This design comes from an exercise in tuning for small area and few clock cycles on the open sky130 flow, not from production work.
The RTL was checked by simulation tests, not by an equivalence proof against the original design.
Power and IR drop assume default switching activity.

==> flow/config.mk <==
export PLATFORM = sky130hd
export DESIGN_NAME = rv_core
export DESIGN_NICKNAME = rv_core
export VERILOG_FILES = /design/flow/design.v
export SDC_FILE = /design/flow/constraint.sdc
export NUM_CORES = 4
export LEC_CHECK = 0
export CAP_MARGIN = 10
export CORE_MARGIN = 2
export CORE_UTILIZATION = 55
export CTS_BUF_LIST = sky130_fd_sc_hd__clkbuf_16
export CTS_CLUSTER_DIAMETER = 90
export CTS_CLUSTER_SIZE = 25
export PLACE_DENSITY = 0.7
export SETUP_SLACK_MARGIN = 0.3
export SLEW_MARGIN = 10
export SYNTH_HIERARCHICAL = 1
export SYNTH_MINIMUM_KEEP_SIZE = 0
==> flow/constraint.sdc <==
create_clock -name core_clock -period 12.0 [get_ports {clk}]
set_input_delay 2.4000 -clock core_clock [delete_from_list [all_inputs] [get_ports {clk}]]
set_output_delay 2.4000 -clock core_clock [all_outputs]
set_load 0.01 [all_outputs]
==> flow/design.v <==
`timescale 1ns/1ns
package rv_isa_pkg;
	typedef enum logic [5:0] {
		NOP,
		LUI, AUIPC, JAL, JALR,
		BEQ, BNE, BLT, BGE, BLTU, BGEU,
		LB, LH, LW, LBU, LHU, SB, SH, SW,
		ADDI, SLTI, SLTIU, XORI, ORI, ANDI, SLLI, SRLI, SRAI,
		ADD, SUB, SLL, SLT, SLTU, XOR, SRL, SRA, OR, AND,
		FENCE, ECALL, EBREAK
	} instr_name_e;
	typedef enum logic [2:0] {
		LK_B, LK_H, LK_W, LK_BU, LK_HU
	} load_kind_e;
	localparam logic [6:0] OP_LUI    = 7'b0110111;
	localparam logic [6:0] OP_AUIPC  = 7'b0010111;
	localparam logic [6:0] OP_JAL    = 7'b1101111;
	localparam logic [6:0] OP_JALR   = 7'b1100111;
	localparam logic [6:0] OP_BRANCH = 7'b1100011;
	localparam logic [6:0] OP_LOAD   = 7'b0000011;
	localparam logic [6:0] OP_STORE  = 7'b0100011;
	localparam logic [6:0] OP_IMM    = 7'b0010011;
	localparam logic [6:0] OP_REG    = 7'b0110011;
	localparam logic [6:0] OP_FENCE  = 7'b0001111;
	localparam logic [6:0] OP_SYSTEM = 7'b1110011;
	localparam logic [2:0] F3_BEQ  = 3'b000;  
	localparam logic [2:0] F3_BNE  = 3'b001;
	localparam logic [2:0] F3_BLT  = 3'b100;
	localparam logic [2:0] F3_BGE  = 3'b101;
	localparam logic [2:0] F3_BLTU = 3'b110;
	localparam logic [2:0] F3_BGEU = 3'b111;
	localparam logic [2:0] F3_B  = 3'b000;  
	localparam logic [2:0] F3_H  = 3'b001;
	localparam logic [2:0] F3_W  = 3'b010;
	localparam logic [2:0] F3_BU = 3'b100;
	localparam logic [2:0] F3_HU = 3'b101;
	localparam logic [2:0] F3_ADD_SUB = 3'b000;  
	localparam logic [2:0] F3_SLL     = 3'b001;
	localparam logic [2:0] F3_SLT     = 3'b010;
	localparam logic [2:0] F3_SLTU    = 3'b011;
	localparam logic [2:0] F3_XOR     = 3'b100;
	localparam logic [2:0] F3_SR      = 3'b101;
	localparam logic [2:0] F3_OR      = 3'b110;
	localparam logic [2:0] F3_AND     = 3'b111;
	function automatic logic [31:0] imm_i(input logic [31:0] instr);
		imm_i = {{20{instr[31]}}, instr[31:20]};
	endfunction
	function automatic logic [31:0] imm_s(input logic [31:0] instr);
		imm_s = {{20{instr[31]}}, instr[31:25], instr[11:7]};
	endfunction
	function automatic logic [31:0] imm_b(input logic [31:0] instr);
		imm_b = {{19{instr[31]}}, instr[31], instr[7], instr[30:25], instr[11:8], 1'b0};
	endfunction
	function automatic logic [31:0] imm_u(input logic [31:0] instr);
		imm_u = {instr[31:12], 12'h000};
	endfunction
	function automatic logic [31:0] imm_j(input logic [31:0] instr);
		imm_j = {{11{instr[31]}}, instr[31], instr[19:12], instr[20], instr[30:21], 1'b0};
	endfunction
endpackage
`timescale 1ns/1ns
package core_cfg_pkg;
	localparam int XLEN = 32;  
	localparam int NUM_REGS = 32;
	localparam int REG_AW = 5;  
	localparam logic [XLEN-1:0] RESET_PC = 32'h8000_0000;
endpackage
`timescale 1ns/1ns
`timescale 1ns/1ns
module ar_ha (
	input logic a,
	input logic b,
	output logic s,
	output logic c
);
	assign s = a ^ b;
	assign c = a & b;
endmodule
module ar_fa (
	input logic a,
	input logic b,
	input logic ci,
	output logic s,
	output logic co
);
	assign s = a ^ b ^ ci;
	assign co = (a & b) | (ci & (a ^ b));
endmodule
module ar_mux2i (
	input logic a,
	input logic b,
	input logic s,
	output logic y_n
);
	assign y_n = ~(s ? b : a);
endmodule
module ar_add_bk #(
	parameter int N = 32,
	parameter int L = 5  
) (
	input logic [N-1:0] a,
	input logic [N-1:0] b,
	input logic ci,
	output logic [N-1:0] s,
	output logic [N-1:0] p,  
	output logic [N-1:0] g  
);
	logic [N-1:0] p0;
	logic [N-1:0] gp [0:2*L-1];
	logic [N-1:0] pp [0:2*L-1];
	always_comb begin
		p0 = a ^ b;
		gp[0] = a & b;
		gp[0][0] = gp[0][0] | (p0[0] & ci);
		pp[0] = p0;
		for (int l = 0; l < L; l++) begin
			gp[l+1] = gp[l];
			pp[l+1] = pp[l];
			for (int i = 0; i < N; i++) begin
				if ((i % (2 << l)) == ((2 << l) - 1)) begin
					gp[l+1][i] = gp[l][i] | (pp[l][i] & gp[l][i - (1 << l)]);
					pp[l+1][i] = pp[l][i] & pp[l][i - (1 << l)];
				end
			end
		end
		for (int l = L - 2; l >= 0; l--) begin
			gp[2*L-1-l] = gp[2*L-2-l];
			pp[2*L-1-l] = pp[2*L-2-l];
			for (int i = 0; i < N; i++) begin
				if (i >= (1 << l) + (2 << l) - 1 && ((i + 1 - (1 << l)) % (2 << l)) == 0) begin
					gp[2*L-1-l][i] = gp[2*L-2-l][i] | (pp[2*L-2-l][i] & gp[2*L-2-l][i - (1 << l)]);
					pp[2*L-1-l][i] = pp[2*L-2-l][i] & pp[2*L-2-l][i - (1 << l)];
				end
			end
		end
		s = p0 ^ {gp[2*L-1][N-2:0], ci};
	end
	assign p = p0;
	assign g = a & b;
endmodule
module ar_inc #(
	parameter int N = 30
) (
	input logic [N-1:0] a,
	output logic [N-1:0] s
);
	logic [N:0] c;
	assign c[0] = 1'b1;
	for (genvar i = 0; i < N; i++) begin : g_ha
		ar_ha u_ha (.a(a[i]), .b(c[i]), .s(s[i]), .c(c[i+1]));
	end
endmodule
module ar_dec #(
	parameter int N = 19
) (
	input logic [N-1:0] a,
	output logic [N-1:0] s
);
	logic [N:0] bw;
	always_comb begin
		bw[0] = 1'b1;
		for (int i = 0; i < N; i++) begin
			s[i] = a[i] ^ bw[i];
			bw[i+1] = !a[i] && bw[i];
		end
	end
endmodule
module ar_add_rip #(
	parameter int N = 11
) (
	input logic [N-1:0] a,
	input logic [N-1:0] b,
	output logic [N-1:0] s,
	output logic co
);
	logic [N:0] c;
	assign c[0] = 1'b0;
	for (genvar i = 0; i < N; i++) begin : g_fa
		ar_fa u_fa (.a(a[i]), .b(b[i]), .ci(c[i]), .s(s[i]), .co(c[i+1]));
	end
	assign co = c[N];
endmodule
module ar_inc_co #(
	parameter int N = 11
) (
	input logic [N-1:0] a,
	output logic [N-1:0] s,
	output logic co
);
	logic [N:0] c;
	assign c[0] = 1'b1;
	for (genvar i = 0; i < N; i++) begin : g_ha
		ar_ha u_ha (.a(a[i]), .b(c[i]), .s(s[i]), .c(c[i+1]));
	end
	assign co = c[N];
endmodule
module ar_add_csel #(
	parameter int N = 30,
	parameter int LO = 16
) (
	input logic [N-1:0] a,
	input logic [N-1:0] b,
	output logic [N-1:0] s
);
	logic [LO:0] c;
	logic [N-LO:0] c0;
	logic [N-LO:0] c1;
	logic [N-1:LO] s0;
	logic [N-1:LO] s1;
	assign c[0] = 1'b0;
	for (genvar i = 0; i < LO; i++) begin : g_lo
		ar_fa u_fa (.a(a[i]), .b(b[i]), .ci(c[i]), .s(s[i]), .co(c[i+1]));
	end
	assign c0[0] = 1'b0;
	assign c1[0] = 1'b1;
	for (genvar i = LO; i < N; i++) begin : g_hi
		ar_fa u_fa0 (.a(a[i]), .b(b[i]), .ci(c0[i-LO]), .s(s0[i]), .co(c0[i-LO+1]));
		ar_fa u_fa1 (.a(a[i]), .b(b[i]), .ci(c1[i-LO]), .s(s1[i]), .co(c1[i-LO+1]));
	end
	assign s[N-1:LO] = c[LO] ? s1 : s0;
endmodule
module ar_shift (
	input logic [31:0] a,
	input logic left,
	input logic fill,
	input logic [4:0] sh,
	output logic [31:0] y
);
	logic [31:0] r_n, l0, l1_n, l2, l3_n;
	logic fill_n;
	assign fill_n = ~fill;
	for (genvar i = 0; i < 32; i++) begin : g_sh
		ar_mux2i ur (.a(a[i]), .b(a[31 - i]), .s(left), .y_n(r_n[i]));
		ar_mux2i u0 (.a(r_n[i]), .b(i + 1 < 32 ? r_n[(i + 1) % 32] : fill_n), .s(sh[0]), .y_n(l0[i]));
		ar_mux2i u1 (.a(l0[i]), .b(i + 2 < 32 ? l0[(i + 2) % 32] : fill), .s(sh[1]), .y_n(l1_n[i]));
		ar_mux2i u2 (.a(l1_n[i]), .b(i + 4 < 32 ? l1_n[(i + 4) % 32] : fill_n), .s(sh[2]), .y_n(l2[i]));
		ar_mux2i u3 (.a(l2[i]), .b(i + 8 < 32 ? l2[(i + 8) % 32] : fill), .s(sh[3]), .y_n(l3_n[i]));
		ar_mux2i u4 (.a(l3_n[i]), .b(i + 16 < 32 ? l3_n[(i + 16) % 32] : fill_n), .s(sh[4]), .y_n(y[i]));
	end
endmodule
`timescale 1ns/1ns
module rf_wmux (
	input logic we,
	input logic we_n,
	input logic d,
	input logic q,
	output logic y
);
	assign y = (we & d) | (we_n & q);
endmodule
module rf_aoi222 (
	input logic s0,
	input logic d0,
	input logic s1,
	input logic d1,
	input logic s2,
	input logic d2,
	output logic y_n
);
	assign y_n = ~((s0 & d0) | (s1 & d1) | (s2 & d2));
endmodule
module rf_nand2 (
	input logic a,
	input logic b,
	output logic y
);
	assign y = ~(a & b);
endmodule
module rf_nand4 (
	input logic a,
	input logic b,
	input logic c,
	input logic d,
	output logic y
);
	assign y = ~(a & b & c & d);
endmodule
module rf_nand3 (
	input logic a,
	input logic b,
	input logic c,
	output logic y
);
	assign y = ~(a & b & c);
endmodule
module rf_or3 (
	input logic a,
	input logic b,
	input logic c,
	output logic y
);
	assign y = a | b | c;
endmodule
module rf_aoi22 (
	input logic s0,
	input logic d0,
	input logic s1,
	input logic d1,
	output logic y_n
);
	assign y_n = ~((s0 & d0) | (s1 & d1));
endmodule
module rf_read_bit #(
	parameter bit HAS_X = 1'b0
) (
	input logic [31:1] sel,
	input logic [31:1] d,
	input logic x_sel,
	input logic x_d,
	output logic y
);
	logic [10:0] p_n;
	logic [2:0] g;
	for (genvar k = 0; k < 10; k++) begin : g_aoi
		rf_aoi222 u_aoi (
			.s0 (sel[3*k + 1]), .d0 (d[3*k + 1]),
			.s1 (sel[3*k + 2]), .d1 (d[3*k + 2]),
			.s2 (sel[3*k + 3]), .d2 (d[3*k + 3]),
			.y_n (p_n[k])
		);
	end
	if (HAS_X) begin : g_x
		rf_aoi22 u_last (.s0(sel[31]), .d0(d[31]), .s1(x_sel), .d1(x_d), .y_n(p_n[10]));
	end else begin : g_nx
		rf_nand2 u_last (.a(sel[31]), .b(d[31]), .y(p_n[10]));
	end
	rf_nand4 u_g0 (.a(p_n[0]), .b(p_n[1]), .c(p_n[2]), .d(p_n[3]), .y(g[0]));
	rf_nand4 u_g1 (.a(p_n[4]), .b(p_n[5]), .c(p_n[6]), .d(p_n[7]), .y(g[1]));
	rf_nand3 u_g2 (.a(p_n[8]), .b(p_n[9]), .c(p_n[10]), .y(g[2]));
	rf_or3 u_or (.a(g[0]), .b(g[1]), .c(g[2]), .y(y));
endmodule
module rf_dec (
	input logic [4:0] idx,
	input logic en,
	input logic [31:1] valid,
	output logic [31:1] sel
);
	logic [3:0] lo;
	logic [7:0] hi;
	always_comb begin
		for (int a = 0; a < 4; a++)
			lo[a] = idx[1:0] == 2'(a);
		for (int h = 0; h < 8; h++)
			hi[h] = en && idx[4:2] == 3'(h);
		for (int i = 1; i < 32; i++)
			sel[i] = lo[i % 4] && hi[i / 4] && valid[i];
	end
endmodule
module rf_wdec (
	input logic [4:0] idx,
	input logic en,
	output logic [31:1] sel,
	output logic [31:1] sel_n
);
	logic [3:0] lo;
	logic [7:0] hi;
	always_comb begin
		for (int a = 0; a < 4; a++)
			lo[a] = idx[1:0] == 2'(a);
		for (int h = 0; h < 8; h++)
			hi[h] = en && idx[4:2] == 3'(h);
		for (int i = 1; i < 32; i++) begin
			sel[i] = lo[i % 4] && hi[i / 4];
			sel_n[i] = !sel[i];
		end
	end
endmodule
module wb_bit #(
	parameter bit HAS_LT = 1'b0
) (
	input logic s_sum,
	input logic d_sum,
	input logic s_shr,
	input logic d_shr,
	input logic s_shl,
	input logic d_shl,
	input logic s_x,
	input logic d_x,
	input logic s_a,
	input logic d_a,
	input logic s_link,
	input logic d_link,
	input logic s_ld,
	input logic d_ld,
	input logic s_lt,
	input logic d_lt,
	output logic y
);
	logic p0_n, p1_n, p2_n;
	rf_aoi222 u_p0 (.s0(s_sum), .d0(d_sum), .s1(s_shr), .d1(d_shr), .s2(s_shl), .d2(d_shl), .y_n(p0_n));
	rf_aoi222 u_p1 (.s0(s_x), .d0(d_x), .s1(s_a), .d1(d_a), .s2(s_link), .d2(d_link), .y_n(p1_n));
	if (HAS_LT) begin : g_lt
		rf_aoi22 u_p2 (.s0(s_ld), .d0(d_ld), .s1(s_lt), .d1(d_lt), .y_n(p2_n));
	end else begin : g_nlt
		rf_nand2 u_p2 (.a(s_ld), .b(d_ld), .y(p2_n));
	end
	rf_nand3 u_or (.a(p0_n), .b(p1_n), .c(p2_n), .y(y));
endmodule
`timescale 1ns/1ns
module rv_core (
	input logic clk,
	input logic mif,
	output logic [31:0] o_imem_addr,
	input logic [31:0] i_imem_data,
	output logic [31:0] o_dmem_addr,
	output logic [31:0] o_dmem_wdata,
	output logic [3:0] o_dmem_be,
	output logic o_dmem_we,
	input logic [31:0] i_dmem_rdata,
	output logic o_retire_valid,
	output logic [31:0] o_retire_pc,
	output logic o_retire_we,
	output logic [4:0] o_retire_rd,
	output logic [31:0] o_retire_data
);
	logic [31:0] ins;
	assign ins = i_imem_data;
	logic [6:0] op;
	logic [2:0] f3;
	logic [6:0] f7;
	logic [4:0] rd;
	assign op = ins[6:0];
	assign f3 = ins[14:12];
	assign f7 = ins[31:25];
	assign rd = ins[11:7];
	logic is_lui, is_auipc, is_jal, is_jalr, is_br, is_load, is_store, is_opimm, is_op;
	logic f7_zero, f7_alt;
	assign f7_zero = f7 == 7'b0000000;
	assign f7_alt = f7 == 7'b0100000;
	assign is_lui = op == 7'b0110111;
	assign is_auipc = op == 7'b0010111;
	assign is_jal = op == 7'b1101111;
	assign is_jalr = op == 7'b1100111 && f3 == 3'b000;
	assign is_br = op == 7'b1100011 && f3[2:1] != 2'b01;
	assign is_load = op == 7'b0000011 && f3 != 3'b011 && f3[2:1] != 2'b11;
	assign is_store = op == 7'b0100011 && (f3[2:1] == 2'b00 || f3 == 3'b010);
	assign is_opimm = op == 7'b0010011 && (f3[1:0] != 2'b01 || f7_zero || (f3[2] && f7_alt));
	assign is_op = op == 7'b0110011 && (f7_zero || (f7_alt && !f3[1] && f3[2] == f3[0]));
	logic rd_we;
	assign rd_we = (is_lui || is_auipc || is_jal || is_jalr || is_load || is_opimm || is_op) &&
		rd != 5'd0;
	logic c_alu, c_upper, c_link, c_load;
	assign c_alu = op[4] && !op[6] && !op[2];  
	assign c_upper = op[4] && !op[6] && op[2];  
	assign c_link = op[6] && op[2];  
	assign c_load = !op[6] && !op[5] && !op[4];
	logic [31:0] regs [1:31];
	logic [31:1] valid;
	logic [31:1] sel1;
	logic [31:1] sel2;
	logic [31:0] rs1_val;
	logic [31:0] rs2_val;
	logic [31:0] pc_full;
	logic jal_like;
	logic rd_pc;
	assign jal_like = op[6] && op[3] && op[2];
	assign rd_pc = op[2] && (op[3] || (op[4] && !op[5]));
	rf_dec u_dec1 (.idx(ins[19:15]), .en(!(op[2] && (op[3] || op[4]))), .valid(valid), .sel(sel1));
	rf_dec u_dec2 (.idx(ins[24:20]), .en(1'b1), .valid(valid), .sel(sel2));
	for (genvar b = 0; b < 32; b++) begin : g_rd
		logic [31:1] col;
		for (genvar i = 1; i < 32; i++) begin : g_col
			assign col[i] = regs[i][b];
		end
		rf_read_bit #(.HAS_X(1'b1)) u_rd1 (.sel(sel1), .d(col), .x_sel(rd_pc), .x_d(pc_full[b]),
			.y(rs1_val[b]));
		rf_read_bit u_rd2 (.sel(sel2), .d(col), .x_sel(1'b0), .x_d(1'b0), .y(rs2_val[b]));
	end
	logic [31:0] imm_i, imm_s, imm_b, imm_u, imm_j;
	assign imm_i = {{20{ins[31]}}, ins[31:20]};
	assign imm_s = {{20{ins[31]}}, ins[31:25], ins[11:7]};
	assign imm_b = {{20{ins[31]}}, ins[7], ins[30:25], ins[11:8], 1'b0};
	assign imm_u = {ins[31:12], 12'h000};
	assign imm_j = {{12{ins[31]}}, ins[19:12], ins[20], ins[30:21], 1'b0};
	logic [31:0] opb;
	always_comb begin
		if (op[5] && !op[2] && (op[4] || op[6]))
			opb = rs2_val;  
		else if (op[6:4] == 3'b010)
			opb = imm_s;  
		else if (op[2] && op[4])
			opb = imm_u;  
		else if (jal_like)
			opb = imm_j;  
		else
			opb = imm_i;
	end
	logic sub;
	assign sub = is_br || (op[4] && !op[2] && f3[2:1] == 2'b01) || (op[5:4] == 2'b11 && !op[2] &&
		f3 == 3'b000 && ins[30]);
	logic [31:0] sum;
	logic [31:0] xo;
	logic [31:0] an;
	ar_add_bk #(.N(32), .L(5)) u_add (.a(rs1_val), .b(opb ^ {32{sub}}), .ci(sub), .s(sum), .p(xo),
		.g(an));
	logic lt;
	logic uns;
	assign uns = is_br ? f3[1] : f3[0];
	assign lt = (rs1_val[31] == opb[31]) ? sum[31] : (uns ? opb[31] : rs1_val[31]);
	logic taken;
	assign taken = is_br && ((f3[2] ? lt : (&xo)) ^ f3[0]);
	logic sh_left;
	logic [31:0] sh_out;
	logic [31:0] sh_rev;
	assign sh_left = !f3[2];
	ar_shift u_shift (.a(rs1_val), .left(sh_left), .fill(ins[30] && !sh_left && rs1_val[31]),
		.sh(opb[4:0]), .y(sh_out));
	for (genvar b = 0; b < 32; b++) begin : g_rev
		assign sh_rev[b] = sh_out[31 - b];
	end
	logic [31:2] pc_q;
	logic [12:2] lo_inc;
	logic lo_cy;
	logic [31:13] hi_inc;
	logic [31:13] hi_dec;
	logic [12:2] bt_lo;
	logic bt_cy;
	logic [31:13] seq_hi;
	logic [31:13] bt_hi;
	logic [31:2] pc_inc;
	ar_inc_co #(.N(11)) u_lo_inc (.a(pc_q[12:2]), .s(lo_inc), .co(lo_cy));
	ar_inc #(.N(19)) u_hi_inc (.a(pc_q[31:13]), .s(hi_inc));
	ar_dec #(.N(19)) u_hi_dec (.a(pc_q[31:13]), .s(hi_dec));
	ar_add_rip #(.N(11)) u_bt_lo (.a(pc_q[12:2]), .b(imm_b[12:2]), .s(bt_lo), .co(bt_cy));
	assign seq_hi = lo_cy ? hi_inc : pc_q[31:13];
	always_comb begin
		if (bt_cy && !imm_b[31])
			bt_hi = hi_inc;
		else if (!bt_cy && imm_b[31])
			bt_hi = hi_dec;
		else
			bt_hi = pc_q[31:13];
	end
	assign pc_inc = {seq_hi, lo_inc};
	logic [31:2] next_pc;
	always_comb begin
		if (is_jalr || is_jal)
			next_pc = sum[31:2];
		else if (taken)
			next_pc = {bt_hi, bt_lo};
		else
			next_pc = pc_inc;
	end
	always_ff @(posedge clk or negedge mif) begin
		if (!mif)
			pc_q <= 30'h2000_0000;
		else
			pc_q <= next_pc;
	end
	always_comb begin
		case (f3[1:0])
			2'b00: o_dmem_addr = sum;
			2'b01: o_dmem_addr = {sum[31:1], 1'b0};
			default: o_dmem_addr = {sum[31:2], 2'b00};
		endcase
	end
	always_comb begin
		o_dmem_wdata = rs2_val;
		o_dmem_be = 4'b1111;
		if (f3[1:0] == 2'b00) begin
			o_dmem_wdata = {4{rs2_val[7:0]}};
			o_dmem_be = 4'b0001 << sum[1:0];
		end else if (f3[1:0] == 2'b01) begin
			o_dmem_wdata = {2{rs2_val[15:0]}};
			o_dmem_be = sum[1] ? 4'b1100 : 4'b0011;
		end
	end
	assign o_dmem_we = is_store && mif;
	logic [7:0] lane_b;
	logic [15:0] lane_h;
	logic [31:0] load_val;
	always_comb begin
		case (sum[1:0])
			2'd0: lane_b = i_dmem_rdata[7:0];
			2'd1: lane_b = i_dmem_rdata[15:8];
			2'd2: lane_b = i_dmem_rdata[23:16];
			default: lane_b = i_dmem_rdata[31:24];
		endcase
		lane_h = sum[1] ? i_dmem_rdata[31:16] : i_dmem_rdata[15:0];
		if (f3[1])
			load_val = i_dmem_rdata;
		else if (f3[0])
			load_val = {{16{lane_h[15] && !f3[2]}}, lane_h};
		else
			load_val = {{24{lane_b[7] && !f3[2]}}, lane_b};
	end
	logic s_sum, s_shr, s_shl, s_x, s_a, s_lt;
	assign s_sum = c_upper || (c_alu && f3 == 3'b000);
	assign s_shr = c_alu && f3 == 3'b101;
	assign s_shl = c_alu && f3 == 3'b001;
	assign s_x = c_alu && f3[2] && !f3[0];  
	assign s_a = c_alu && f3[2] && f3[1];  
	assign s_lt = c_alu && f3[2:1] == 2'b01;
	logic [31:0] wr_val;
	for (genvar b = 0; b < 32; b++) begin : g_wb
		wb_bit #(.HAS_LT(b == 0)) u_wb (
			.s_sum(s_sum), .d_sum(sum[b]),
			.s_shr(s_shr), .d_shr(sh_out[b]),
			.s_shl(s_shl), .d_shl(sh_rev[b]),
			.s_x(s_x), .d_x(xo[b]),
			.s_a(s_a), .d_a(an[b]),
			.s_link(c_link), .d_link(b >= 2 ? pc_inc[b < 2 ? 2 : b] : 1'b0),
			.s_ld(c_load), .d_ld(load_val[b]),
			.s_lt(s_lt), .d_lt(lt),
			.y(wr_val[b])
		);
	end
	logic wr_en;
	assign wr_en = rd_we && mif;
	always_ff @(posedge clk or negedge mif) begin
		if (!mif)
			valid <= '0;
		else if (wr_en)
			valid[rd] <= 1'b1;
	end
	logic [31:1] wsel;
	logic [31:1] wsel_n;
	rf_wdec u_wdec (.idx(rd), .en(wr_en), .sel(wsel), .sel_n(wsel_n));
	for (genvar i = 1; i < 32; i++) begin : g_reg
		logic [31:0] nxt;
		for (genvar b = 0; b < 32; b++) begin : g_bit
			rf_wmux u_wm (.we(wsel[i]), .we_n(wsel_n[i]), .d(wr_val[b]), .q(regs[i][b]), .y(nxt[b]));
		end
		always_ff @(posedge clk)
			regs[i] <= nxt;
	end
	assign pc_full = {pc_q, 2'b00};
	assign o_imem_addr = {pc_q, 2'b00};
	assign o_retire_valid = mif;
	assign o_retire_pc = {pc_q, 2'b00};
	assign o_retire_we = wr_en;
	assign o_retire_rd = rd;
	assign o_retire_data = wr_val;
endmodule
==> flow/flow/run.sh <==
#!/bin/bash
# The standard layout (standard.sh), with plain buf_2 cells as the port buffers instead of the
# delay cells buffer_ports picks by default. make's output goes to standard.log; ORFS keeps each
# step's own log under orfs/logs.
set -e
export BUFFER_PORTS_ARGS="-buffer_cell sky130_fd_sc_hd__buf_2"
bash standard.sh > standard.log 2>&1
==> flow/standard.sh <==
#!/bin/bash
# synth_recipe.tcl (not shown) runs the flow's synth.tcl, then flattens the netlist and writes it again
# the make line also repeats each setting of config.mk as NAME=value (left out here)
make -C /OpenROAD-flow-scripts/flow DESIGN_CONFIG=/design/flow/config.mk WORK_HOME=/design/flow/orfs CLKGATE_MAP_FILE= SYNTH_SCRIPT=/design/flow/synth_recipe.tcl "${@:-finish}"
==> metrics.csv, run 1 <==
metric;value;unit
Slew Limit Fails;0;
Final Net Count;5057;
Syn. warnings;15;
First DRT Iteration DRCs;13300;
critical path arrival;9.28;ns
DRC Markers;0;
clk slew on worst S/H paths;0.10;ns
Synth cell types;84;
H-tree levels;2;
fin area;55000;um^2
worst-path fanout max;13;
dpl hpwl;166000;um
Clock Root Buffer;clkbuf_16;
crit end category;primary output;
Synth Instances;4507;
Combinational Power Share;21.9;%
worst reg-to-reg setup slack;3.81;ns
Post-Route WL;249000;um
M3 GR Usage;23.1;%
Synth Flop Type;dfxtp_1;
vias in the first global route;46000;
Post-Route Skew;0.0325;ns
worst slew pin tran;1.33;ns
CTS Buf Count;52;
setup violators final;0;
gpl congestion;1.09;
Horiz. Die Dim;304;um
# IOs;238;
drt via density;8.51;
FFs w/ async S/R, synth;5.79;%
first-pass GRT wire length;347000;um
I/O Buffers;233;
Hold Crit Depth;1;
sequential-to-total area share from yosys stat;43.1;%
largest net degree at the start of global routing;49;
gr usage total;51.0;%
core area;89700;um^2
VDD IR max;0.133;mV
Post-synth EDFFs;0;
final period utilization;97.4;%
Final min period;11.68;ns
Leakage;21.9;nW
crit path kind;in2out;
top cell type by total area after synthesis;dfxtp_1;
Fin. Hold Viols;0;
Flop pwr share;50.4;%
layout cells sized above 1;13.8;%
# fillers;7600;
M2 GR Usage;68.5;%
Pwr per Cell Area;136;nW/um^2
CTS Buffer Depth;3;
RR Endpoint;pc_q[26];
routed via count;51700;
Post-DP Area;53500;um^2
Post-Syn Area;49600;um^2
Hold Path Class;reg2reg;
Core Rows;110;
layer with the highest usage;met2;
CTS sink cnt;1053;
unrepaired setup endpoints after global routing;no;
Rel. slew slack;11.0;%
largest cells by area after synthesis;dfxtp_1, a22o_1, a222oi_1;
path depth of the worst reg2reg path;29;
Post-DRT Antenna Nets;0;
Post-Syn Area per Cell;11.0;um^2
GRT Residual Overflow;0;
Area Overhead vs Synth;11.0;%
max-cap violations;0;
Synth Register Bits;1053;
Worst-Skew Late Latency;0.73;ns
net switching power;2.59;mW
Critical Path RT;9.60;ns
status;complete, no violations;
Internal;4.90;mW
Sw Ratio;34.6;%
GR Util met1;65.9;%
Starting Density;55.3;%
Routed wire per std cell;40.9;um
CTS tree;done;
hold_sp;valid[10];
total iterations of the first detailed-routing run;17;
initial antenna violation count;28;
WHS Endpoint;valid[10];
Max Fclk;0.0856;GHz
startpoint types;input port;
Die ar.;92600;um^2
Clock power frac;27.7;%
RR Startpoint;valid[4];
top cell type's share of synthesized area;40.0;%
Post CTS Setup Buffer Count;0;
leading cell type by number of instances after synthesis;a22o_1;
synth cell count leaders;a22o_1, dfxtp_1, a222oi_1;
setup_tns;0;ns
Die Height;304;um
routing by layer:
layer	wire length (um)	part of all wire, %
met1	87400	35
met2	94700	38
met3	45700	18
met4	20600	8.3
met5	168	0.068
logic make-up after synthesis:
logic type	Yosys count	share of synthesized area [%]
AO/OA/AOI/OAI	1981	35.9
buffers and inverters	204	2.02
XOR/XNOR	53	0.936
AND/OR/NAND/NOR	820	8.97
multiplexers	275	5.64
flip-flops	1053	43.1
other	5	0.0379
adder cells (fa/ha/maj)	116	3.35
placed cells by master (no fill, tap or decap), types with 13 or more instances in the layout:
cell and n:
nand4_1 139, o21ai_0 74, nor2_4 24, a31oi_1 20, and3_2 23, mux2i_1 248, and2_1 19, ha_1 88
a22oi_2 33, xnor2_1 20, inv_1 83, xor2_1 33, and3_1 48, nor2b_1 14, clkbuf_16 52, mux2_2 26
or3_1 82, o21ai_1 13, nor2_1 39, nand2_1 222, nand3_2 26, buf_4 183, fa_1 28, dfxtp_1 992
nand3_1 87, buf_2 233, dfrtp_1 60, a21oi_1 32, a22o_1 994, diode_2 13, conb_1 19, a222oi_1 704
o21bai_1 34
sequential cells by signal (all words and copies together) (netlist names):
signal / count
valid: 31
pc_q: 30
regs: 992
critical path: stages:
cell and delay, ns:
buf_2 0.36, and4bb_2 0.33, and3_1 0.33, a222oi_1 0.54
nand4_1 0.28, or3_1 0.54, nand2_1 0.15, o21ai_4 0.08
xnor2_1 0.16, inv_1 0.11, fa_1 0.17, inv_1 0.06
fa_1 0.43, a211o_1 0.32, a211oi_2 0.39, nor4_1 0.12
o31a_1 0.33, o21ai_2 0.19, o31ai_1 0.12, fa_1 0.39
xor2_1 0.50, o221a_2 0.31, a22oi_2 0.06, nand3_2 0.36
buf_2 0.22
worst max-delay path by stage:
stage                    start           endpoint  slack [ns]  cells past startpoint
3_5_place_dp   i_imem_data[24]   o_retire_data[0]        0.69                     25
3_3_place_gp   i_imem_data[24]   o_retire_data[0]        0.70                     25
6_report       i_imem_data[24]   o_retire_data[0]        0.32                     25
5_1_grt        i_imem_data[24]  o_retire_data[27]        0.34                     25
4_1_cts        i_imem_data[24]   o_retire_data[0]        0.67                     25
2_1_floorplan  i_imem_data[23]   o_retire_data[0]        0.44                     20
cell type report:
type                    count  area (um^2)  share of cell area (%)
diodes                     13         32.5                  0.0591
clock buffers              52         1300                    2.36
clock inverters            16          193                   0.350
inverters                  84          315                   0.573
multi-input cells        3264        27700                    50.4
flip-flops and latches   1053        21400                    38.9
well taps                1176         1470                    2.67
repair buffers            420         2620                    4.76
metrics by stage:
step	cells	util [%]	setup slack (ns)	total power [mW]	hold slack (ns)
finish	6078	61.3	0.316	7.49	0.504
CTS	6064	61.3	0.669	7.37	0.500
global placement	5996	59.6	0.704	5.37	0.472
floorplan	4521	-	0.441	4.66	0.447
global route	6066	61.3	0.336	7.62	0.515
detailed placement	5996	59.6	0.693	5.39	0.471
per-module statistics from Yosys (local to each module, per instance), excerpt:
module,cells inside,area (um^2),copies in the design,flip-flops and latches
ar_mux2i,1,10.0,192,0
rf_or3,1,6.26,64,0
rf_wdec,96,488,1,0
ar_fa,1,20.0,11,0
ar_ha,1,12.5,30,0
rf_aoi22,1,12.5,33,0
rf_dec,43,308,2,0
rf_nand3,1,5.00,96,0
rf_wmux,1,8.76,992,0
ar_shift,1,3.75,1,0
rf_nand2,1,3.75,63,0
power groups by stage:
stage	sequential [mW]	combinational (mW)	clock, mW
6_report	3.78	1.64	2.07
4_1_cts	3.76	1.55	2.05
3_3_place_gp	3.84	1.53	0
3_5_place_dp	3.84	1.54	0
2_1_floorplan	3.75	0.905	0
5_1_grt	3.77	1.68	2.17
timing repair:
item                       in CTS  in global routing
hold buffers                    0                  0
resized for setup               0                  2
setup endpoints to repair       0                  2
Testbench counts, summed over its fixed seeds: cycles 16,570.
==> inputs of run 2 (changes only) <==
--- a/flow/design.v
+++ b/flow/design.v
@@ -454,8 +454,8 @@
 	logic jal_like;
 	logic rd_pc;
 	assign jal_like = op[6] && op[3] && op[2];
-	assign rd_pc = op[2] && (op[3] || (op[4] && !op[5]));
-	rf_dec u_dec1 (.idx(ins[19:15]), .en(!(op[2] && (op[3] || op[4]))), .valid(valid), .sel(sel1));
+	assign rd_pc = op[2] && ((op[4] && !op[6] && !op[5]) || jal_like);
+	rf_dec u_dec1 (.idx(ins[19:15]), .en(!c_upper && !jal_like), .valid(valid), .sel(sel1));
 	rf_dec u_dec2 (.idx(ins[24:20]), .en(1'b1), .valid(valid), .sel(sel2));
 	for (genvar b = 0; b < 32; b++) begin : g_rd
 		logic [31:1] col;
==> flow/flow/run.sh (replaced) <==
#!/bin/bash
# The standard layout (standard.sh), with plain buf_1 cells as the port buffers instead of the
# delay cells buffer_ports picks by default. make's output goes to standard.log; ORFS keeps each
# step's own log under orfs/logs.
set -e
export BUFFER_PORTS_ARGS="-buffer_cell sky130_fd_sc_hd__buf_1"
bash standard.sh > standard.log 2>&1
--- a/flow/config.mk
+++ b/flow/config.mk
@@ -12,7 +12,7 @@
 export CTS_CLUSTER_DIAMETER = 90
 export CTS_CLUSTER_SIZE = 25
 export PLACE_DENSITY = 0.7
-export SETUP_SLACK_MARGIN = 0.3
+export SETUP_SLACK_MARGIN = 0.1
 export SLEW_MARGIN = 10
 export SYNTH_HIERARCHICAL = 1
 export SYNTH_MINIMUM_KEEP_SIZE = 0
==> run 2 against run 1 <==
Effect of this change: the layout now fails its checks (setup timing); core utilization rose by 0.71 points; total power shrank 4.4%; fmax decreased by 4.3%; register-to-register slack improved by 0.26 ns; wire length grew 3.3%; critical path depth fell by 6; clock power is 3% lower; sequential power down 1%; combinational power shrank 14%; cell count grew 0.39%; non-clock buffer count grew 67; global-route usage grew 1.7 points; largest cell class unchanged; largest power group unchanged.
==> metrics.csv, run 2 <==
metric;value;unit;change
Syn. warnings;15;;unchanged
Synth Register Bits;1053;;unchanged
Critical Path RT;9.60;ns;about the same
Most flops, register;regs;;unchanged
Leakage;21.5;nW;was 21.9 nW
Area Overhead vs Synth;11.4;%;was 11.0%
most frequent cells in the layout;a22o_1, dfxtp_1, a222oi_1;;unchanged
largest cells by area after synthesis;dfxtp_1, a22o_1, a222oi_1;;unchanged
critical path's most frequent cell;mux2i_1;;was fa_1
worst-path fanout max;13;;unchanged
first-pass GRT wire length;356000;um;was 347000 um
unrepaired setup endpoints after global routing;no;;unchanged
Synth Instances;4468;;was 4507
Horiz. Die Dim;304;um;about the same
Post-Syn Area;49500;um^2;was 49600 um^2
Top Registers;regs (992), valid (31), pc_q (30);;unchanged
Worst path top cell family by delay;simple AND/OR/NAND/NOR gates;;was compound AO/OA/AOI/OAI gates
final period utilization;102;%;was 97.4%
DRC Markers;0;;unchanged
Final Net Count;5084;;was 5057
initial antenna violation count;39;;was 28
CTS Buffer Depth;3;;unchanged
crit end category;primary output;;unchanged
Post-Route Utilization;62.0;%;was 61.3%
dpl hpwl;175000;um;was 166000 um
synth cell count leaders;a22o_1, dfxtp_1, a222oi_1;;unchanged
Clock Root Buffer;clkbuf_16;;unchanged
total iterations of the first detailed-routing run;22;;was 17
Fin. Hold Viols;0;;unchanged
setup violators final;3;;was 0
top cell type's share of synthesized area;40.2;%;was 40.0%
max-cap violations;0;;unchanged
Routed wire per std cell;42.1;um;was 40.9 um
H-tree levels;2;;unchanged
routed via count;52200;;was 51700
vias in the first global route;46400;;was 46000
path depth of the worst reg2reg path;28;;was 29
post_cts resized;0;;unchanged
Rel. slew slack;9.96;%;was 11.0%
VDD IR max;0.163;mV;was 0.133 mV
Max Fclk;0.0819;GHz;was 0.0856 GHz
critical path arrival;9.81;ns;was 9.28 ns
top cell type by total area after synthesis;dfxtp_1;;unchanged
Final min period;12.21;ns;was 11.68 ns
core area;88800;um^2;was 89700 um^2
Die Height;304;um;about the same
CTS sink cnt;1053;;unchanged
RR Endpoint;pc_q[28];;was pc_q[26]
number of stages on the worst setup path;19;;was 25
crit path from;i_imem_data[3];;was i_imem_data[24]
largest stage delay on the critical path;1.01;ns;was 0.54 ns
gr usage total;52.6;%;was 51.0%
Worst setup endpoint;o_retire_data[6];;was o_retire_data[0]
gpl congestion;1.10;;was 1.09
startpoint types;input port;;unchanged
CTS tree;done;;unchanged
Post-Syn Area per Cell;11.1;um^2;was 11.0 um^2
I/O Buffers;233;;unchanged
RR Startpoint;valid[22];;was valid[4]
sequential-to-total area share from yosys stat;43.2;%;was 43.1%
Synth Flop Type;dfxtp_1;;unchanged
Synth cell types;84;;unchanged
CTS Buf Count;51;;was 52
FFs w/ async S/R, synth;5.79;%;unchanged
Post-DRT Antenna Nets;0;;unchanged
layout cells sized above 1;10.4;%;was 13.8%
CTS Hold Bufs;0;;unchanged
clk slew on worst S/H paths;0.10;ns;about the same
worst slew pin tran;1.35;ns;was 1.33 ns
Post-Route WL;257000;um;was 249000 um
GRT Residual Overflow;0;;unchanged
First DRT Iteration DRCs;13500;;was 13300
crit path kind;in2out;;unchanged
max reg flops;992;;unchanged
# IOs;238;;unchanged
Post-Route Skew;0.0576;ns;was 0.0325 ns
final worst setup slack;-0.210;ns;was 0.316 ns
layout check faults;setup timing;;
Hold Path Class;reg2reg;;unchanged
worst reg-to-reg setup slack;4.07;ns;was 3.81 ns
status;complete, but fails checks;;was complete, no violations
Worst-Skew Late Latency;0.71;ns;was 0.73 ns
Critical Path, Cell by Cell;buf_1 -> nand2_1 -> nand2_1 -> nand2_1 -> and4bb_2 -> and3_1 -> buf_4 -> a222oi_1 -> nand4_1 -> or3_1 -> mux2i_1 -> mux2i_1 -> mux2i_1 -> mux2i_1 -> mux2i_1 -> mux2i_1 -> a222oi_1 -> nand3_2 -> buf_1;;
CP Buf/Inv Count;3;;was 4
Die ar.;92300;um^2;was 92600 um^2
setup_tns;-0.504;ns;was 0 ns
Post-synth EDFFs;0;;unchanged
Slew Limit Fails;0;;unchanged
Pwr per Cell Area;130;nW/um^2;was 136 nW/um^2
largest net degree at the start of global routing;67;;was 49
slowest cell on the critical path;or3_1;;was a222oi_1
drt via density;8.56;;was 8.51
Post CTS Setup Buffer Count;0;;unchanged
Core Rows;109;;was 110
Starting Density;55.7;%;was 55.3%
-- run 2: worst register-to-register path, delay by kind of cell, from the launching register on --
| family | cells | cell delay [ns] |
|---|---|---|
| muxes | 1 | 0.31 |
| buffers and inverters | 3 | 0.34 |
| xor gates and xnor gates | 2 | 0.32 |
| DFF | 1 | 0.47 |
| AOI/OAI and AO/OA | 12 | 3.74 |
| and+or+nand+nor | 7 | 1.68 |
| adders and majority gates | 3 | 1.00 |
-- run 2: how the worst min path moves through the flow --
stage                   endpoint         start  depth (start not counted)
floorplan              valid[10]     valid[10]                          1
global placement     regs[28][5]   regs[28][5]                          1
detailed placement  regs[10][22]  regs[10][22]                          1
CTS                 regs[30][17]  regs[30][17]                          1
global route          regs[2][6]    regs[2][6]                          1
finish               regs[29][6]   regs[29][6]                          1
-- run 2: Yosys stat by module (local to each module, per instance), a selection --
module    copies in the design  cells inside
ar_mux2i                   192             1
ar_ha                       30             1
rv_core                      1          1776
ar_shift                     1             1
rf_aoi22                    33             1
rf_dec                       2            43
ar_fa                       11             1
rf_wmux                    992             1
rf_nand3                    96             1
-- run 2: cell families (layout without fill, tap and decap cells) --
group	after synthesis	after routing	share of synthesized area (%)
XOR/XNOR	53	53	0.939
AO/OA/AOI/OAI	1983	1983	36.1
AND/OR/NAND/NOR	803	803	8.78
adder cells (fa/ha/maj)	116	116	3.36
buffers and inverters	184	618	1.90
flip-flops	1053	1053	43.2
multiplexers	271	271	5.62
other	5	40	0.0380
-- run 2: area by class of cell --
class,count,area (um^2)
inverter,64,240
clock inverter,16,193
antenna,21,52.6
multi-input combinational,3245,27600
fill,7449,33700
sequential,1053,21400
tap,1165,1460
clock buffer,51,1280
timing repair buffer,487,2890
-- run 2: metrics by stage --
stage / setup WS (ns) / std cells / hold WS [ns] / instance area [um^2] / power, mW
finish: -0.210 / 6102 / 0.503 / 55100 / 7.16
global route: 0.108 / 6082 / 0.518 / 55000 / 7.28
CTS: 0.410 / 6081 / 0.505 / 55000 / 7.04
detailed placement: 0.446 / 6014 / 0.476 / 53600 / 5.13
global placement: 0.430 / 6014 / 0.473 / 53600 / 5.12
floorplan: 0.231 / 4482 / 0.433 / 49500 / 4.50
-- run 2: report_power, final --
part | leakage [nW] | total [mW] | switching [mW] | internal [mW]
Combinational | 12.0 | 1.41 | 0.984 | 0.421
Clock | 0.728 | 2.01 | 1.22 | 0.796
Sequential | 8.80 | 3.74 | 0.180 | 3.56
Total | 21.5 | 7.16 | 2.38 | 4.78
-- run 2: metal layers --
layer	vias to the layer above	global-route usage, %	routed length (um)
met3	1225	22.6	45800
met2	5391	70.7	97700
met1	25100	67.9	89900
li1	20500	-	-
met4	44	35.2	23000
met5	-	0	313
Testbench counts of run 2, summed over its fixed seeds: cycles 16,570.
==> inputs of run 3 (changes only) <==
--- a/flow/design.v
+++ b/flow/design.v
@@ -319,14 +319,16 @@
 			.y_n (p_n[k])
 		);
 	end
+	rf_nand2 u_last (.a(sel[31]), .b(d[31]), .y(p_n[10]));
+	rf_nand4 u_g0 (.a(p_n[0]), .b(p_n[1]), .c(p_n[2]), .d(p_n[3]), .y(g[0]));
+	rf_nand4 u_g1 (.a(p_n[4]), .b(p_n[5]), .c(p_n[6]), .d(p_n[7]), .y(g[1]));
 	if (HAS_X) begin : g_x
-		rf_aoi22 u_last (.s0(sel[31]), .d0(d[31]), .s1(x_sel), .d1(x_d), .y_n(p_n[10]));
+		logic x_n;
+		rf_nand2 u_x (.a(x_sel), .b(x_d), .y(x_n));
+		rf_nand4 u_g2 (.a(p_n[8]), .b(p_n[9]), .c(p_n[10]), .d(x_n), .y(g[2]));
 	end else begin : g_nx
-		rf_nand2 u_last (.a(sel[31]), .b(d[31]), .y(p_n[10]));
+		rf_nand3 u_g2 (.a(p_n[8]), .b(p_n[9]), .c(p_n[10]), .y(g[2]));
 	end
-	rf_nand4 u_g0 (.a(p_n[0]), .b(p_n[1]), .c(p_n[2]), .d(p_n[3]), .y(g[0]));
-	rf_nand4 u_g1 (.a(p_n[4]), .b(p_n[5]), .c(p_n[6]), .d(p_n[7]), .y(g[1]));
-	rf_nand3 u_g2 (.a(p_n[8]), .b(p_n[9]), .c(p_n[10]), .y(g[2]));
 	rf_or3 u_or (.a(g[0]), .b(g[1]), .c(g[2]), .y(y));
 endmodule
 module rf_dec (
@@ -396,6 +398,34 @@
 	end
 	rf_nand3 u_or (.a(p0_n), .b(p1_n), .c(p2_n), .y(y));
 endmodule
+module pc_bit3 (
+	input logic s0,
+	input logic d0,
+	input logic s1,
+	input logic d1,
+	input logic s2,
+	input logic d2,
+	output logic y
+);
+	assign y = (s0 & d0) | (s1 & d1) | (s2 & d2);
+endmodule
+module pc_bit4 (
+	input logic s0,
+	input logic d0,
+	input logic s1,
+	input logic d1,
+	input logic s2,
+	input logic d2,
+	input logic s3,
+	input logic d3,
+	output logic y
+);
+	logic p_n;
+	logic q_n;
+	rf_aoi222 u_p (.s0(s0), .d0(d0), .s1(s1), .d1(d1), .s2(s2), .d2(d2), .y_n(p_n));
+	rf_nand2 u_q (.a(s3), .b(d3), .y(q_n));
+	rf_nand2 u_y (.a(p_n), .b(q_n), .y(y));
+endmodule
 `timescale 1ns/1ns
 module rv_core (
 	input logic clk,
@@ -454,8 +484,8 @@
 	logic jal_like;
 	logic rd_pc;
 	assign jal_like = op[6] && op[3] && op[2];
-	assign rd_pc = op[2] && ((op[4] && !op[6] && !op[5]) || jal_like);
-	rf_dec u_dec1 (.idx(ins[19:15]), .en(!c_upper && !jal_like), .valid(valid), .sel(sel1));
+	assign rd_pc = op[2] && (op[3] || (op[4] && !op[5]));
+	rf_dec u_dec1 (.idx(ins[19:15]), .en(!(op[2] && (op[3] || op[4]))), .valid(valid), .sel(sel1));
 	rf_dec u_dec2 (.idx(ins[24:20]), .en(1'b1), .valid(valid), .sel(sel2));
 	for (genvar b = 0; b < 32; b++) begin : g_rd
 		logic [31:1] col;
@@ -532,14 +562,22 @@
 			bt_hi = pc_q[31:13];
 	end
 	assign pc_inc = {seq_hi, lo_inc};
+	logic s_j;
+	logic s_seq;
+	logic h_inc, h_dec, h_pc;
+	assign s_j = is_jalr || is_jal;
+	assign s_seq = !taken && !s_j;
+	assign h_inc = (taken && bt_cy && !imm_b[31]) || (s_seq && lo_cy);
+	assign h_dec = taken && !bt_cy && imm_b[31];
+	assign h_pc = (taken && bt_cy == imm_b[31]) || (s_seq && !lo_cy);
 	logic [31:2] next_pc;
-	always_comb begin
-		if (is_jalr || is_jal)
-			next_pc = sum[31:2];
-		else if (taken)
-			next_pc = {bt_hi, bt_lo};
-		else
-			next_pc = pc_inc;
+	for (genvar b = 2; b < 13; b++) begin : g_npc_lo
+		pc_bit3 u_nb (.s0(s_j), .d0(sum[b]), .s1(taken), .d1(bt_lo[b]), .s2(s_seq), .d2(lo_inc[b]),
+			.y(next_pc[b]));
+	end
+	for (genvar b = 13; b < 32; b++) begin : g_npc_hi
+		pc_bit4 u_nb (.s0(s_j), .d0(sum[b]), .s1(h_inc), .d1(hi_inc[b]), .s2(h_dec), .d2(hi_dec[b]),
+			.s3(h_pc), .d3(pc_q[b]), .y(next_pc[b]));
 	end
 	always_ff @(posedge clk or negedge mif) begin
 		if (!mif)
==> flow/flow/run.sh (replaced) <==
#!/bin/bash
# The standard layout (standard.sh), with plain buf_2 cells as the port buffers instead of the
# delay cells buffer_ports picks by default. make's output goes to standard.log; ORFS keeps each
# step's own log under orfs/logs.
set -e
export BUFFER_PORTS_ARGS="-buffer_cell sky130_fd_sc_hd__buf_2"
bash standard.sh > standard.log 2>&1
==> flow/config.mk (replaced) <==
export PLATFORM = sky130hd
export DESIGN_NAME = rv_core
export DESIGN_NICKNAME = rv_core
export VERILOG_FILES = /design/flow/design.v
export SDC_FILE = /design/flow/constraint.sdc
export NUM_CORES = 4
export LEC_CHECK = 0
export CAP_MARGIN = 20
export CORE_MARGIN = 2
export CORE_UTILIZATION = 50
export CTS_BUF_LIST = sky130_fd_sc_hd__clkbuf_16
export CTS_CLUSTER_DIAMETER = 90
export CTS_CLUSTER_SIZE = 25
export PLACE_DENSITY = 0.65
export SETUP_SLACK_MARGIN = 0.2
export SLEW_MARGIN = 20
export SYNTH_HIERARCHICAL = 1
export SYNTH_MINIMUM_KEEP_SIZE = 0
==> run 3 against run 2 <==
Effect of this change: now clean on timing, DRC and antenna; global-route usage is 3.2 points lower; critical path depth is 5 higher; sequential power is 2% lower; total power fell by 0.22%; largest power group unchanged; sequential share of layout area barely moved; combinational power barely moved; critical path type unchanged; synthesized area fell by 1.5%; clock-buffer cell count increased by 1; cell count is 1.1% higher; non-clock buffer count did not move; setup slack better by 0.48 ns; via count shrank 2.0%.
==> metrics.csv, run 3 <==
metric;value;unit;change
Hold Path Class;reg2reg;;unchanged
max-cap violations;0;;unchanged
Hold Crit Depth;1;;unchanged
gr usage total;49.4;%;was 52.6%
Synth Register Bits;1053;;unchanged
Slew Limit Fails;0;;unchanged
worst reg-to-reg setup slack;4.46;ns;was 4.07 ns
Synth cell types;82;;was 84
number of stages on the worst setup path;24;;was 19
Worst-Skew Late Latency;0.74;ns;was 0.71 ns
placed insts;6073;;was 6014
# IOs;238;;unchanged
top cell type's share of synthesized area;40.8;%;was 40.2%
path depth of the worst reg2reg path;26;;was 28
slowest cell on the critical path;a222oi_1;;was or3_1
largest net degree at the start of global routing;54;;was 67
Critical Path RT;9.60;ns;about the same
H-tree levels;2;;unchanged
layout cells sized above 1;14.8;%;was 10.4%
Synth Instances;4398;;was 4468
Post-DP Area;53400;um^2;was 53600 um^2
Post CTS Setup Buffer Count;0;;unchanged
Rel. slew slack;13.8;%;was 9.96%
startpoint types;input port;;unchanged
CTS Hold Bufs;0;;unchanged
Post-Route Skew;0.0480;ns;was 0.0576 ns
WHS Endpoint;valid[20];;was regs[29][6]
Critical Path, Cell by Cell;buf_2 -> and2_0 -> and3_2 -> buf_4 -> a222oi_1 -> nand4_1 -> or3_1 -> nor2_1 -> a31oi_4 -> xor2_1 -> ha_1 -> a211oi_2 -> o211ai_1 -> a41o_1 -> a21oi_2 -> inv_2 -> o31ai_4 -> o31ai_1 -> fa_1 -> xor2_1 -> o21a_1 -> a22oi_2 -> nand3_2 -> buf_2;;was buf_1 -> nand2_1 -> nand2_1 -> nand2_1 -> and4bb_2 -> and3_1 -> buf_4 -> a222oi_1 -> nand4_1 -> or3_1 -> mux2i_1 -> mux2i_1 -> mux2i_1 -> mux2i_1 -> mux2i_1 -> mux2i_1 -> a222oi_1 -> nand3_2 -> buf_1
DRC Markers;0;;unchanged
Core Rows;114;;was 109
WHS;0.505;ns;was 0.503 ns
Leakage;22.0;nW;was 21.5 nW
first-pass GRT wire length;356000;um;about the same
top cell type by total area after synthesis;dfxtp_1;;unchanged
Max Fclk;0.0852;GHz;was 0.0819 GHz
vias in the first global route;45100;;was 46400
Post-Syn Area;48700;um^2;was 49500 um^2
worst slew pin tran;1.29;ns;was 1.35 ns
First DRT Iteration DRCs;14400;;was 13500
Post-synth EDFFs;0;;unchanged
setup_tns;0;ns;was -0.504 ns
Horiz. Die Dim;316;um;was 304 um
total power;7.14;mW;was 7.16 mW
initial antenna violation count;40;;was 39
CTS sink cnt;1053;;unchanged
largest cells by area after synthesis;dfxtp_1, a22o_1, a222oi_1;;unchanged
final period utilization;97.8;%;was 102%
Top Registers;regs (992), valid (31), pc_q (30);;unchanged
critical path arrival;9.33;ns;was 9.81 ns
Syn. warnings;15;;unchanged
VDD IR max;0.118;mV;was 0.163 mV
Clock Root Buffer;clkbuf_16;;unchanged
dpl hpwl;177000;um;was 175000 um
fin area;55000;um^2;was 55100 um^2
unrepaired setup endpoints after global routing;no;;unchanged
worst-path fanout max;20;;was 13
core area;96600;um^2;was 88800 um^2
CP Buf/Inv Count;4;;was 3
Post-DRT Antenna Nets;0;;unchanged
sequential-to-total area share from yosys stat;43.9;%;was 43.2%
Starting Density;50.5;%;was 55.7%
FFs w/ async S/R, synth;5.79;%;unchanged
routed via count;51200;;was 52200
RR Endpoint;pc_q[20];;was pc_q[28]
Die Height;316;um;was 304 um
RR Startpoint;valid[3];;was valid[22]
Synth Flop Type;dfxtp_1;;unchanged
Die ar.;100000;um^2;was 92300 um^2
post_cts resized;0;;unchanged
status;complete, no violations;;was complete, but fails checks
most frequent cells in the layout;a22o_1, dfxtp_1, a222oi_1;;unchanged
CTS Buf Count;51;;unchanged
total iterations of the first detailed-routing run;15;;was 22
I/O Buffers;233;;unchanged
Fin. Hold Viols;0;;unchanged
Pwr per Cell Area;130;nW/um^2;about the same
drt via density;8.30;;was 8.56
CTS Buffer Depth;3;;unchanged
crit end category;primary output;;unchanged
Routed wire per std cell;41.9;um;was 42.1 um
largest stage delay on the critical path;0.61;ns;was 1.01 ns
Most flops, register;regs;;unchanged
crit path kind;in2out;;unchanged
Area Overhead vs Synth;13.0;%;was 11.4%
Worst path top cell family by delay;compound AO/OA/AOI/OAI gates;;was simple AND/OR/NAND/NOR gates
Final Net Count;5037;;was 5084
setup violators final;0;;was 3
Post-Route WL;258000;um;was 257000 um
max reg flops;992;;unchanged
Final min period;11.73;ns;was 12.21 ns
Post-Syn Area per Cell;11.1;um^2;about the same
Final Non-Filler Cells;6169;;was 6102
synth cell count leaders;a22o_1, dfxtp_1, a222oi_1;;unchanged
gpl congestion;1.08;;was 1.10
GRT Residual Overflow;0;;unchanged
hold_sp;valid[20];;was regs[29][6]
CTS tree;done;;unchanged
clk slew on worst S/H paths;0.10;ns;about the same
-- run 3: cell types whose count changed after synthesis, sizes merged, moves of 17 or more --
cell    before  now
a22oi       58    7
o21bai       5   28
a21o        38    9
nand3      115   86
mux2i      221  204
nand4      141  173
a222oi     704  734
nand2      221  285
o21ai       87   35
-- run 3: metrics by stage --
step | worst slack (ns) | utilization, %
3_5_place_dp | 0.586 | 55.3
5_1_grt | 0.285 | 57.0
6_report | 0.266 | 57.0
3_3_place_gp | 0.540 | 55.2
2_1_floorplan | 0.287 | -
4_1_cts | 0.558 | 56.8
-- run 3: cell families (layout without fill, tap and decap cells) --
family / Yosys count / after routing / share of synthesized area [%]
other: 5 / 40 / 0.0385
multiplexers: 250 / 250 / 5.29
buffers and inverters: 171 / 631 / 1.73
AO/OA/AOI/OAI: 1892 / 1892 / 35.4
adder cells (fa/ha/maj): 116 / 116 / 3.41
XOR/XNOR: 56 / 56 / 1.01
flip-flops: 1053 / 1053 / 43.9
AND/OR/NAND/NOR: 855 / 855 / 9.25
-- run 3: worst max path at each step --
stage / startpoint / endpoint / slack, ns
floorplan: i_imem_data[23] / o_retire_data[31] / 0.29
global placement: i_imem_data[20] / o_retire_data[0] / 0.54
detailed placement: i_imem_data[20] / o_retire_data[31] / 0.59
CTS: i_imem_data[20] / o_retire_data[31] / 0.56
global route: i_imem_data[20] / o_retire_data[0] / 0.28
finish: i_imem_data[20] / o_retire_data[0] / 0.27
-- run 3: Yosys stat by module, one instance, submodules excluded, excerpt --
module / copies in the design / flops+latches / cells / area (um^2)
rf_wdec: 1 / 0 / 96 / 488
ar_fa: 11 / 0 / 1 / 20.0
rf_aoi222: 723 / 0 / 1 / 10.0
rf_nand4: 160 / 0 / 1 / 6.26
ar_ha: 30 / 0 / 1 / 12.5
rf_dec: 2 / 0 / 43 / 308
-- run 3: report_power, final --
part | switching, mW | internal (mW) | total (mW)
logic | 0.987 | 0.424 | 1.41
clock network | 1.25 | 0.829 | 2.08
registers | 0.110 | 3.54 | 3.65
total | 2.35 | 4.80 | 7.14
-- run 3: per-layer routing --
layer | GRT usage (%) | wire length (um) | vias up
met3 | 18.4 | 42400 | 1034
met2 | 69.6 | 103000 | 5083
met5 | 0.331 | 255 | -
li1 | - | - | 20300
met1 | 64.4 | 92100 | 24700
met4 | 28.8 | 20400 | 34
-- run 3: area by class of cell --
class	count	area (um^2)
repair buffers	487	3210
diodes	21	52.6
multi-input cells	3188	27000
fillers	8431	41500
well taps	1276	1600
flip-flops and latches	1053	21400
inverters	74	278
clock inverters	18	208
clock buffers	52	1300
-- run 3: worst reg2reg max path, stage by stage, from the launching register on --
cell and delay (ns):
dfrtp_1 0.43, and3_2 0.34, buf_4 0.31, a222oi_1 0.61
nand4_1 0.25, or3_1 0.57, nor2_1 0.26, a31oi_4 0.06
xor2_1 0.29, ha_1 0.33, a211oi_2 0.30, o211ai_1 0.17
a41o_1 0.38, a21oi_2 0.25, inv_2 0.10, o31ai_4 0.20
o31ai_1 0.13, fa_1 0.41, xor2_1 0.22, buf_4 0.20
nand2_1 0.08, o221ai_2 0.24, mux2i_2 0.42, mux2i_1 0.13
buf_4 0.21, a222oi_1 0.39, nand2_1 0.11
Testbench counts of run 3, summed over its fixed seeds: cycles 16,570.
==> inputs of run 4 (changes only) <==
==> flow/config.mk (replaced) <==
export PLATFORM = sky130hd
export DESIGN_NAME = rv_core
export DESIGN_NICKNAME = rv_core
export VERILOG_FILES = /design/flow/design.v
export SDC_FILE = /design/flow/constraint.sdc
export NUM_CORES = 4
export LEC_CHECK = 0
export CAP_MARGIN = 10
export CORE_MARGIN = 2
export CORE_UTILIZATION = 55
export CTS_BUF_LIST = sky130_fd_sc_hd__clkbuf_16
export CTS_CLUSTER_DIAMETER = 90
export CTS_CLUSTER_SIZE = 25
export PLACE_DENSITY = 0.7
export SETUP_SLACK_MARGIN = 0.3
export SLEW_MARGIN = 10
export SYNTH_HIERARCHICAL = 1
export SYNTH_MINIMUM_KEEP_SIZE = 0
==> run 4 against run 3 <==
Effect of this change: synthesized area is the same; still clean; critical endpoint is now o_retire_data[30]; first-iteration DRC count down 0.60%; worst hold slack worse by 0.0023 ns; clock power shrank 2%.
==> metrics.csv, run 4 <==
metric;value;unit;change
layout cells sized above 1;13.9;%;was 14.8%
Combinational Power Share;19.5;%;was 19.7%
Post-Route Utilization;61.7;%;was 57.0%
gpl congestion;1.12;;was 1.08
Fin. Hold Viols;0;;unchanged
core area;88100;um^2;was 96600 um^2
FFs w/ async S/R, synth;5.79;%;unchanged
Leakage;21.5;nW;was 22.0 nW
Core Rows;109;;was 114
Post-Syn Area;48700;um^2;unchanged
worst-path fanout max;22;;was 20
Post-synth EDFFs;0;;unchanged
CP Buf/Inv Count;3;;was 4
Hold Path Class;reg2reg;;unchanged
first-pass GRT wire length;347000;um;was 356000 um
Area Overhead vs Synth;11.6;%;was 13.0%
Worst-Skew Late Latency;0.73;ns;was 0.74 ns
dpl ws;0.398;ns;was 0.586 ns
setup_tns;0;ns;unchanged
fin area;54400;um^2;was 55000 um^2
Slew Limit Fails;0;;unchanged
Worst path top cell family by delay;simple AND/OR/NAND/NOR gates;;was compound AO/OA/AOI/OAI gates
net switching power;2.32;mW;was 2.35 mW
gr usage total;52.5;%;was 49.4%
Post-DP Area;52800;um^2;was 53400 um^2
Post-Route WL;250000;um;was 258000 um
largest cells by area after synthesis;dfxtp_1, a22o_1, a222oi_1;;unchanged
Starting Density;55.3;%;was 50.5%
Top Registers;regs (992), valid (31), pc_q (30);;unchanged
vias in the first global route;45500;;was 45100
most frequent cells in the layout;a22o_1, dfxtp_1, a222oi_1;;unchanged
largest net degree at the start of global routing;55;;was 54
max-cap violations;0;;unchanged
drt via density;8.57;;was 8.30
sequential-to-total area share from yosys stat;43.9;%;unchanged
Clock Root Buffer;clkbuf_16;;unchanged
worst slew pin tran;1.28;ns;was 1.29 ns
Post-DRT Antenna Nets;0;;unchanged
CTS sink cnt;1053;;unchanged
unrepaired setup endpoints after global routing;no;;unchanged
Flop pwr share;51.8;%;was 51.1%
VDD IR max;0.144;mV;was 0.118 mV
Sw Ratio;32.8;%;was 32.9%
top cell type's share of synthesized area;40.8;%;unchanged
setup violators final;0;;unchanged
crit path kind;in2out;;unchanged
Rel. slew slack;14.2;%;was 13.8%
Synth Flop Type;dfxtp_1;;unchanged
final period utilization;98.2;%;was 97.8%
DRC Markers;0;;unchanged
H-tree levels;2;;unchanged
CTS Buffer Depth;3;;unchanged
initial antenna violation count;32;;was 40
Syn. warnings;15;;unchanged
top cell type by total area after synthesis;dfxtp_1;;unchanged
Die Height;302;um;was 316 um
Die ar.;91000;um^2;was 100000 um^2
critical path arrival;9.38;ns;was 9.33 ns
Synth cell types;82;;unchanged
# fillers;7404;;was 8431
Internal;4.75;mW;was 4.80 mW
synth cell count leaders;a22o_1, dfxtp_1, a222oi_1;;unchanged
total power;7.07;mW;was 7.14 mW
Critical Path, Cell by Cell;buf_2 -> and4bb_2 -> and3_2 -> buf_4 -> a222oi_1 -> nand4_1 -> or3_4 -> o221ai_1 -> xnor2_1 -> ha_1 -> nand2_1 -> o21ai_1 -> nor3_1 -> a21oi_1 -> o31ai_4 -> o31ai_1 -> fa_1 -> a222oi_1 -> nand3_1 -> buf_2;;was buf_2 -> and2_0 -> and3_2 -> buf_4 -> a222oi_1 -> nand4_1 -> or3_1 -> nor2_1 -> a31oi_4 -> xor2_1 -> ha_1 -> a211oi_2 -> o211ai_1 -> a41o_1 -> a21oi_2 -> inv_2 -> o31ai_4 -> o31ai_1 -> fa_1 -> xor2_1 -> o21a_1 -> a22oi_2 -> nand3_2 -> buf_2
routed via count;51300;;was 51200
Max Fclk;0.0849;GHz;was 0.0852 GHz
Synth Instances;4398;;unchanged
max reg flops;992;;unchanged
Horiz. Die Dim;302;um;was 316 um
total iterations of the first detailed-routing run;15;;unchanged
CTS Hold Bufs;0;;unchanged
CTS Buf Count;51;;unchanged
final worst setup slack;0.222;ns;was 0.266 ns
crit end category;primary output;;unchanged
dpl hpwl;169000;um;was 177000 um
Final Net Count;4979;;was 5037
Post-Syn Area per Cell;11.1;um^2;unchanged
I/O Buffers;233;;unchanged
Critical Path RT;9.60;ns;about the same
GRT Residual Overflow;0;;unchanged
largest stage delay on the critical path;0.65;ns;was 0.61 ns
startpoint types;input port;;unchanged
Final min period;11.78;ns;was 11.73 ns
clk slew on worst S/H paths;0.11;ns;was 0.10 ns
Post-Route Skew;0.0721;ns;was 0.0480 ns
CTS tree;done;;unchanged
Clock power frac;28.7;%;was 29.1%
Synth Register Bits;1053;;unchanged
# IOs;238;;unchanged
Most flops, register;regs;;unchanged
Pwr per Cell Area;130;nW/um^2;about the same
slowest cell on the critical path;or3_4;;was a222oi_1
Post CTS Setup Buffer Count;0;;unchanged
status;complete, no violations;;unchanged
Routed wire per std cell;41.8;um;was 41.9 um
First DRT Iteration DRCs;14300;;was 14400
## run 4: cell counts after synthesis
Identical to the previous run, type by type.
## run 4: layout make-up
cell class	instances	area, um^2	area share, %
multi-input combinational	3188	27100	49.8
inverter	74	278	0.511
tap	1165	1460	2.68
timing repair buffer	429	2660	4.90
clock buffer	51	1280	2.35
clock inverter	14	205	0.377
sequential	1053	21400	39.3
antenna	14	35.0	0.0644
## run 4: stage by stage
step | cells | hold slack, ns
6_report | 5988 | 0.503
5_1_grt | 5976 | 0.519
4_1_cts | 5973 | 0.503
3_5_place_dp | 5908 | 0.475
3_3_place_gp | 5908 | 0.469
2_1_floorplan | 4412 | 0.447
## run 4: what timing repair did
item,CTS,global route
setup endpoints to repair,0,8
endpoints found under the hold margin,0,0
resized for setup,0,21
## run 4: per-layer routing
layer  vias to the layer above  part of all wire (%)  track usage (%)
met5                         -                  0.21             1.85
met1                     24700                    35             66.7
met2                      5261                    38             71.2
met4                        42                   9.4             35.7
met3                      1167                    17             22.4
li1                      20200                     -                -
## run 4: per-module statistics from Yosys, one instance, submodules excluded, excerpt
module    flops+latches  cell area [um^2]  times used  cells inside
ar_shift              0              3.75           1             1
pc_bit3               0              13.8          11             2
ar_mux2i              0              10.0         192             1
rf_aoi22              0              12.5           1             1
rf_nand4              0              6.26         160             1
rf_nand2              0              3.75         165             1
rf_nand3              0              5.00          64             1
rf_wmux               0              8.76         992             1
ar_ha                 0              12.5          30             1
ar_fa                 0              20.0          11             1
rv_core            1053             25000           1          1595
rf_wdec               0               488           1            96
## run 4: cells by family (layout without fill, tap and decap cells)
logic type | after synthesis | count (layout) | synth area share [%]
flops | 1053 | 1053 | 43.9
buf+inv | 171 | 568 | 1.73
other cells | 5 | 33 | 0.0385
fa+ha+maj | 116 | 116 | 3.41
compound gates | 1892 | 1892 | 35.4
mux | 250 | 250 | 5.29
simple gates | 855 | 855 | 9.25
xor+xnor | 56 | 56 | 1.01
## run 4: worst paths after layout
path                                 start                 to  slack, ns  cells past startpoint
min in group asynchronous              mif           pc_q[20]       1.58                      1
min reg2reg                       valid[5]           valid[5]       0.50                      1
max in group asynchronous              mif          valid[19]       9.38                      2
max                        i_imem_data[22]  o_retire_data[30]       0.22                     20
min                               valid[5]           valid[5]       0.50                      1
max reg2reg                      valid[19]           pc_q[19]       3.96                     24
## run 4: power by group through the flow
stage / clock network [mW] / registers, mW / logic [mW]
2_1_floorplan: 0 / 3.69 / 0.725
5_1_grt: 2.13 / 3.66 / 1.42
6_report: 2.03 / 3.66 / 1.38
3_3_place_gp: 0 / 3.73 / 1.29
4_1_cts: 2.01 / 3.66 / 1.30
3_5_place_dp: 0 / 3.74 / 1.29
## run 4: worst reg2reg max path: stages, from the launching register on
cell	delay (ns)
dfrtp_1	0.44
and3_2	0.42
buf_4	0.34
a222oi_1	0.35
nand4_1	0.61
or3_4	0.66
o221ai_1	0.46
xnor2_1	0.28
ha_1	0.42
nand2_1	0.09
o21ai_1	0.26
nor3_1	0.11
a21oi_1	0.23
o31ai_4	0.16
o31ai_1	0.45
fa_1	0.28
xor2_1	0.25
buf_4	0.21
nand2_1	0.07
o221ai_2	0.22
mux2i_2	0.32
mux2i_1	0.81
buf_4	0.32
a222oi_1	0.09
nand2_1	0.11

==> re-timing with driven ports <==
The flow's constraints put no driver on any port. The routed layouts listed below were extracted and timed again, unchanged, in two steps.
Step 1 (the two cells are an assumption about what drives the block):
set clk [get_ports {clk}]
set_driving_cell -lib_cell sky130_fd_sc_hd__clkbuf_16 $clk
set_driving_cell -lib_cell sky130_fd_sc_hd__buf_2 [delete_from_list [all_inputs] $clk]
Step 2 moves the port delays by t, midway between the first and last clock arrival at a register: inputs arrive t later, outputs are due t later. That takes back most of the time a late clock gives input paths.
Three values: ideal, step 1, step 2; two values: the first two.
| run | shift t [ns] | setup WS [ns] | slew at the worst register clock pin (ns) | pins driven straight from the clock port |
|---|---|---|---|---|
| run 1 | 0.794 | 0.316 / 0.292 / 0.292 | 0.11 / 0.11 | 1 |
| run 2 | 0.758 | -0.210 / -0.239 / -0.239 | 0.11 / 0.11 | 1 |
| run 3 | 0.803 | 0.266 / 0.198 / 0.198 | 0.11 / 0.11 | 1 |
| run 4 | 0.772 | 0.222 / 0.199 / 0.199 | 0.11 / 0.11 | 1 |
The setup slack of run 3, which loses most, moves by -0.068 ns with the drivers and by -0.068 ns with both steps.
